From an optimization exercise on the open Yosys and OpenROAD flow, aimed at small area, a short achievable clock period and few clock cycles per item; shortcuts taken in it are not production practice. At most, simulation tests tie the RTL to the original design; equivalence was not proved. No activity file was given, so power comes from the tool's default toggle rates.

==> flow/design.v <==
package tspsa_pkg;
    localparam int PACKET_BYTES   = 188;
    localparam int LENGTH_BITS    = 20;
    localparam int WORD_LANES     = 8;
    localparam int WORDS          = (PACKET_BYTES + WORD_LANES - 1) / WORD_LANES;
    localparam int ROW_BITS       = $clog2(WORDS);
    localparam int LANE_BITS      = $clog2(WORD_LANES);
    localparam int FILL_BITS      = $clog2(PACKET_BYTES + 1);
    localparam int LAST_BYTES     = PACKET_BYTES - WORD_LANES * (WORDS - 1);
    localparam logic [7:0] SYNC_BYTE = 8'h47;
    typedef struct packed {
        logic [7:0]             data_byte;
        logic                   first_of_buffer;
        logic [LENGTH_BITS-1:0] buffer_length;
    } in_item_t;
    typedef struct packed {
        logic [63:0] packet_word;
        logic [3:0]  word_bytes;
        logic        last_word;
    } out_item_t;
endpackage
module tspsa_store (
    input  logic                              clk,
    input  logic                              wr_en,
    input  logic [tspsa_pkg::FILL_BITS-1:0]   wr_addr,
    input  logic [7:0]                        wr_data,
    input  logic [tspsa_pkg::WORDS-1:0]       rd_sel,
    output logic [63:0]                       rd_data
);
    localparam int PB = tspsa_pkg::PACKET_BYTES;
    localparam int WL = tspsa_pkg::WORD_LANES;
    localparam int NW = tspsa_pkg::WORDS;
    logic [7:0] mem [1:PB-1];
    for (genvar i = 1; i < PB; i++)
    begin : g_byte
        always_ff @(posedge clk)
        begin
            if (wr_en && wr_addr == tspsa_pkg::FILL_BITS'(i))
            begin
                mem[i] <= wr_data;
            end
        end
    end
    logic [63:0] rows [NW];
    for (genvar r = 0; r < NW; r++)
    begin : g_row
        for (genvar k = 0; k < WL; k++)
        begin : g_lane
            if (r * WL + k == 0)
            begin : g_sync
                assign rows[r][8*k +: 8] = tspsa_pkg::SYNC_BYTE;
            end
            else if (r * WL + k < PB)
            begin : g_data
                assign rows[r][8*k +: 8] = mem[r * WL + k];
            end
            else
            begin : g_zero
                assign rows[r][8*k +: 8] = 8'h00;
            end
        end
    end
    always_comb
    begin
        rd_data = '0;
        for (int r = 0; r < NW; r++)
        begin
            rd_data = rd_data | (rows[r] & {64{rd_sel[r]}});
        end
    end
endmodule
module tspsa_scan (
    input  logic                                 clk,
    input  logic                                 rst_n,
    input  logic                                 v0,
    input  logic [7:0]                           d0,
    input  logic                                 f0,
    input  logic [tspsa_pkg::LENGTH_BITS-1:0]    l0,
    input  logic                                 e0,
    output logic                                 wr_en,
    output logic [tspsa_pkg::FILL_BITS-1:0]      wr_addr,
    output logic [7:0]                           wr_data,
    output logic                                 done,
    output logic [tspsa_pkg::FILL_BITS-1:0]      fill
);
    localparam logic [1:0] MODE_SEARCH   = 2'd0;
    localparam logic [1:0] MODE_CAPTURE  = 2'd1;
    localparam logic [1:0] MODE_TAIL     = 2'd2;
    localparam logic [1:0] MODE_COMPLETE = 2'd3;
    localparam int LB = tspsa_pkg::LENGTH_BITS;
    localparam int FB = tspsa_pkg::FILL_BITS;
    localparam logic [LB-1:0] POS_MAX = {LB{1'b1}};
    localparam logic [LB:0]   PKT_LEN = (LB+1)'(tspsa_pkg::PACKET_BYTES);
    localparam logic [FB-1:0] FILL_LAST = FB'(tspsa_pkg::PACKET_BYTES - 1);
    logic [LB-1:0] pos_reg;
    logic          ignored_reg;
    logic [LB-1:0] pos_base;
    logic          ignored_next;
    logic          v1, ig1, f1, room1;
    logic [7:0]    d1;
    always_comb
    begin
        pos_base     = f0 ? '0 : pos_reg;
        ignored_next = f0 ? !(e0 && ({1'b0, l0} >= PKT_LEN)) : ignored_reg;
    end
    always_ff @(posedge clk or negedge rst_n)
    begin
        if (!rst_n)
        begin
            pos_reg     <= '0;
            ignored_reg <= 1'b0;
            v1          <= 1'b0;
        end
        else
        begin
            v1 <= v0;
            if (v0)
            begin
                pos_reg     <= (pos_base < POS_MAX) ? pos_base + LB'(1) : pos_base;
                ignored_reg <= ignored_next;
            end
        end
    end
    always_ff @(posedge clk)
    begin
        ig1   <= ignored_next;
        f1    <= f0;
        d1    <= d0;
        room1 <= {1'b0, l0} >= ({1'b0, pos_base} + PKT_LEN);
    end
    logic [FB-1:0] fill_reg, fill_next;
    logic [1:0]    mode_reg, mode_next, mode_base;
    logic          we_next, done_next, do_gather, do_scan, sync;
    always_comb
    begin
        fill_next = fill_reg;
        mode_next = mode_reg;
        we_next   = 1'b0;
        done_next = 1'b0;
        do_gather = 1'b0;
        do_scan   = 1'b0;
        sync      = (d1 == tspsa_pkg::SYNC_BYTE);
        mode_base = f1 ? MODE_SEARCH : mode_reg;
        if (v1)
        begin
            mode_next = mode_base;
            if (!ig1)
            begin
                if (f1)
                begin
                    if (fill_reg != '0 && !sync)
                    begin
                        mode_next = MODE_COMPLETE;
                        do_gather = 1'b1;
                    end
                    else
                    begin
                        fill_next = '0;
                        do_scan   = 1'b1;
                    end
                end
                else
                begin
                    case (mode_base)
                        MODE_CAPTURE,
                        MODE_COMPLETE: do_gather = 1'b1;
                        MODE_TAIL:
                        begin
                            if (fill_reg < FILL_LAST)
                            begin
                                we_next   = 1'b1;
                                fill_next = fill_reg + FB'(1);
                            end
                        end
                        default: do_scan = 1'b1;
                    endcase
                end
                if (do_gather)
                begin
                    we_next = 1'b1;
                    if (fill_reg == FILL_LAST)
                    begin
                        fill_next = '0;
                        mode_next = MODE_SEARCH;
                        done_next = 1'b1;
                    end
                    else
                    begin
                        fill_next = fill_reg + FB'(1);
                    end
                end
                if (do_scan && sync)
                begin
                    fill_next = FB'(1);
                    mode_next = room1 ? MODE_CAPTURE : MODE_TAIL;
                end
            end
        end
    end
    always_ff @(posedge clk or negedge rst_n)
    begin
        if (!rst_n)
        begin
            fill_reg <= '0;
            mode_reg <= MODE_SEARCH;
            wr_en    <= 1'b0;
            done     <= 1'b0;
        end
        else
        begin
            fill_reg <= fill_next;
            mode_reg <= mode_next;
            wr_en    <= we_next;
            done     <= done_next;
        end
    end
    always_ff @(posedge clk)
    begin
        wr_addr <= fill_reg;
        wr_data <= d1;
    end
    assign fill = fill_reg;
endmodule
module tspsa_emit (
    input  logic                           clk,
    input  logic                           rst_n,
    input  logic                           start,
    input  logic [63:0]                    rd_data,
    output logic [tspsa_pkg::WORDS-1:0]    rd_sel,
    output logic [tspsa_pkg::ROW_BITS-1:0] rd_row,
    output logic                           pending,
    input  logic                           out_ready,
    output logic                           out_valid,
    output tspsa_pkg::out_item_t           out_word
);
    localparam int RB = tspsa_pkg::ROW_BITS;
    localparam int NW = tspsa_pkg::WORDS;
    localparam logic [RB-1:0] ROW_LAST = RB'(tspsa_pkg::WORDS - 1);
    logic                 pend_reg;
    logic [RB-1:0]        row_reg;
    logic [NW-1:0]        sel_reg;
    logic                 out_valid_reg;
    tspsa_pkg::out_item_t out_reg;
    logic [63:0]          word_reg;
    logic                 last_reg;
    logic                 load;
    logic                 row_last;
    assign load     = pend_reg && (!out_valid_reg || out_ready);
    assign row_last = sel_reg[NW-1];
    always_ff @(posedge clk or negedge rst_n)
    begin
        if (!rst_n)
        begin
            pend_reg      <= 1'b0;
            row_reg       <= '0;
            sel_reg       <= '0;
            out_valid_reg <= 1'b0;
        end
        else
        begin
            if (start)
            begin
                pend_reg <= 1'b1;
                row_reg  <= '0;
                sel_reg  <= NW'(1);
            end
            else if (load)
            begin
                row_reg <= row_reg + RB'(1);
                sel_reg <= sel_reg << 1;
                if (row_last)
                begin
                    pend_reg <= 1'b0;
                end
            end
            if (load)
            begin
                out_valid_reg <= 1'b1;
            end
            else if (out_ready)
            begin
                out_valid_reg <= 1'b0;
            end
        end
    end
    always_ff @(posedge clk)
    begin
        if (load)
        begin
            word_reg <= rd_data;
            last_reg <= row_last;
        end
    end
    assign out_reg.packet_word = word_reg;
    assign out_reg.word_bytes  = last_reg ? 4'(tspsa_pkg::LAST_BYTES)
                                          : 4'(tspsa_pkg::WORD_LANES);
    assign out_reg.last_word   = last_reg;
    assign rd_row    = row_reg;
    assign rd_sel    = sel_reg;
    assign pending   = pend_reg;
    assign out_valid = out_valid_reg;
    assign out_word  = out_reg;
endmodule
module ts_packet_sync_aligner_unit (
    input  logic                 clk,
    input  logic                 rst_n,
    input  logic                 in_valid,
    output logic                 in_ready,
    input  tspsa_pkg::in_item_t  in_word,
    output logic                 out_valid,
    input  logic                 out_ready,
    output tspsa_pkg::out_item_t out_word,
    input  logic                 cfg_valid,
    output logic                 cfg_ready,
    input  logic                 cfg_data
);
    localparam int FB = tspsa_pkg::FILL_BITS;
    localparam int RB = tspsa_pkg::ROW_BITS;
    localparam int LB = tspsa_pkg::LENGTH_BITS;
    logic          enable_reg;
    logic          in_ready_reg;
    logic          v0;
    logic [7:0]    d0;
    logic          f0;
    logic [LB-1:0] l0;
    logic          e0;
    logic          wr_en;
    logic [FB-1:0] wr_addr;
    logic [7:0]    wr_data;
    logic          done;
    logic [FB-1:0] fill;
    logic [RB-1:0] rd_row;
    logic [tspsa_pkg::WORDS-1:0] rd_sel;
    logic [63:0]   rd_data;
    logic          pending;
    logic          ready_next;
    logic [FB:0]   fill_ahead;
    assign cfg_ready = 1'b1;
    assign in_ready  = in_ready_reg;
    always_ff @(posedge clk or negedge rst_n)
    begin
        if (!rst_n)
        begin
            enable_reg <= 1'b0;
            v0         <= 1'b0;
        end
        else
        begin
            if (cfg_valid)
            begin
                enable_reg <= cfg_data;
            end
            v0 <= in_valid && in_ready_reg;
        end
    end
    always_ff @(posedge clk)
    begin
        d0 <= in_word.data_byte;
        f0 <= in_word.first_of_buffer;
        l0 <= in_word.buffer_length;
        e0 <= enable_reg;
    end
    assign fill_ahead = {1'b0, fill} + (FB+1)'(3);
    always_comb
    begin
        if (done)
        begin
            ready_next = !out_valid;
        end
        else if (pending)
        begin
            ready_next = ({1'b0, fill_ahead[FB:3]} < ({1'b0, rd_row} + (RB+1)'(!out_valid)));
        end
        else
        begin
            ready_next = (fill < FB'(tspsa_pkg::PACKET_BYTES - 3)) || !out_valid;
        end
    end
    always_ff @(posedge clk or negedge rst_n)
    begin
        if (!rst_n)
        begin
            in_ready_reg <= 1'b1;
        end
        else
        begin
            in_ready_reg <= ready_next;
        end
    end
    tspsa_scan u_scan (
        .clk     (clk),
        .rst_n   (rst_n),
        .v0      (v0),
        .d0      (d0),
        .f0      (f0),
        .l0      (l0),
        .e0      (e0),
        .wr_en   (wr_en),
        .wr_addr (wr_addr),
        .wr_data (wr_data),
        .done    (done),
        .fill    (fill)
    );
    tspsa_store u_store (
        .clk     (clk),
        .wr_en   (wr_en),
        .wr_addr (wr_addr),
        .wr_data (wr_data),
        .rd_sel  (rd_sel),
        .rd_data (rd_data)
    );
    tspsa_emit u_emit (
        .clk       (clk),
        .rst_n     (rst_n),
        .start     (done),
        .rd_data   (rd_data),
        .rd_sel    (rd_sel),
        .rd_row    (rd_row),
        .pending   (pending),
        .out_ready (out_ready),
        .out_valid (out_valid),
        .out_word  (out_word)
    );
endmodule
export LEC_CHECK = 0
export CAP_MARGIN = 20
export CORE_MARGIN = 2
export CORE_UTILIZATION = 40
export SLEW_MARGIN = 20
create_clock -name core_clock -period 3.6 [get_ports {clk}]
run.sh (not shown) runs the stock make flow with config.mk's settings and CLKGATE_MAP_FILE= SYNTH_SCRIPT=/design/flow/synth_recipe.tcl, a recipe that flattens the netlist after the stock synthesis.
Change:
--- a/flow/design.v
+++ b/flow/design.v
@@ -25,5 +25,5 @@
     input  logic [tspsa_pkg::FILL_BITS-1:0]   wr_addr,
     input  logic [7:0]                        wr_data,
-    input  logic [tspsa_pkg::WORDS-1:0]       rd_sel,
+    input  logic [tspsa_pkg::ROW_BITS-1:0]    rd_row,
     output logic [63:0]                       rd_data
 );
@@ -61,12 +61,5 @@
         end
     end
-    always_comb
-    begin
-        rd_data = '0;
-        for (int r = 0; r < NW; r++)
-        begin
-            rd_data = rd_data | (rows[r] & {64{rd_sel[r]}});
-        end
-    end
+    assign rd_data = rows[rd_row];
 endmodule
 module tspsa_scan (
@@ -227,5 +220,4 @@
     input  logic                           start,
     input  logic [63:0]                    rd_data,
-    output logic [tspsa_pkg::WORDS-1:0]    rd_sel,
     output logic [tspsa_pkg::ROW_BITS-1:0] rd_row,
     output logic                           pending,
@@ -235,17 +227,13 @@
 );
     localparam int RB = tspsa_pkg::ROW_BITS;
-    localparam int NW = tspsa_pkg::WORDS;
     localparam logic [RB-1:0] ROW_LAST = RB'(tspsa_pkg::WORDS - 1);
     logic                 pend_reg;
     logic [RB-1:0]        row_reg;
-    logic [NW-1:0]        sel_reg;
     logic                 out_valid_reg;
     tspsa_pkg::out_item_t out_reg;
-    logic [63:0]          word_reg;
-    logic                 last_reg;
     logic                 load;
     logic                 row_last;
     assign load     = pend_reg && (!out_valid_reg || out_ready);
-    assign row_last = sel_reg[NW-1];
+    assign row_last = (row_reg == ROW_LAST);
     always_ff @(posedge clk or negedge rst_n)
     begin
@@ -254,5 +242,4 @@
             pend_reg      <= 1'b0;
             row_reg       <= '0;
-            sel_reg       <= '0;
             out_valid_reg <= 1'b0;
         end
@@ -263,10 +250,8 @@
                 pend_reg <= 1'b1;
                 row_reg  <= '0;
-                sel_reg  <= NW'(1);
             end
             else if (load)
             begin
                 row_reg <= row_reg + RB'(1);
-                sel_reg <= sel_reg << 1;
                 if (row_last)
                 begin
@@ -288,14 +273,11 @@
         if (load)
         begin
-            word_reg <= rd_data;
-            last_reg <= row_last;
+            out_reg.packet_word <= rd_data;
+            out_reg.word_bytes  <= row_last ? 4'(tspsa_pkg::LAST_BYTES)
+                                            : 4'(tspsa_pkg::WORD_LANES);
+            out_reg.last_word   <= row_last;
         end
     end
-    assign out_reg.packet_word = word_reg;
-    assign out_reg.word_bytes  = last_reg ? 4'(tspsa_pkg::LAST_BYTES)
-                                          : 4'(tspsa_pkg::WORD_LANES);
-    assign out_reg.last_word   = last_reg;
     assign rd_row    = row_reg;
-    assign rd_sel    = sel_reg;
     assign pending   = pend_reg;
     assign out_valid = out_valid_reg;
@@ -331,5 +313,4 @@
     logic [FB-1:0] fill;
     logic [RB-1:0] rd_row;
-    logic [tspsa_pkg::WORDS-1:0] rd_sel;
     logic [63:0]   rd_data;
     logic          pending;
@@ -407,5 +388,5 @@
         .wr_addr (wr_addr),
         .wr_data (wr_data),
-        .rd_sel  (rd_sel),
+        .rd_row  (rd_row),
         .rd_data (rd_data)
     );
@@ -415,5 +396,4 @@
         .start     (done),
         .rd_data   (rd_data),
-        .rd_sel    (rd_sel),
         .rd_row    (rd_row),
         .pending   (pending),
The changed run finished with timing, DRC and antenna clean; sequential power is higher by about 4%; count of clock-buffer cells in the layout falls by 6; wire length increases by 19%; worst setup slack degrades by 560 ps; synthesized cell count grows by 5.8%; synthesized area came out higher by 3.2%; non-clock buffer count went up by 176; register-to-register slack loses 560 ps; sequential share of layout area goes down by 3.7 points.
Testbench counts after the change, summed over its fixed seeds: cycles 67,949, packets 359.
No functional check of the RTL was part of the first run of this note.

==> re-timing with driven ports <==
In the flow no input, the clock included, has a driving cell. The finished layouts below were timed again as built, in two steps.
Step 1 (the two cells are an assumption about what drives the block):
set clk [get_ports {clk}]
set_driving_cell -lib_cell sky130_fd_sc_hd__clkbuf_16 $clk
set_driving_cell -lib_cell sky130_fd_sc_hd__buf_2 [delete_from_list [all_inputs] $clk]
Step 2 adds t to the input delays and takes it off the output delays; t is the mean of the earliest and latest rising clock arrival at the registers after step 1. Input paths then give back, and output paths get back, about the clock's delay inside the block.
a / b / c = ideal / step 1 / step 2; a / b = the first two.
run | t (ns) | slack for setup (ns) | hold WS [ns] | worst setup path after step 2
the first run | 0.860 | 0.595 / 0.595 / 0.595 | 0.077 / 0.043 / 0.327 | register to register
the second run | 0.878 | 0.038 / 0.038 / 0.038 | 0.035 / -0.017 / 0.326 | register to register
After both steps setup and hold are still met in every run listed.
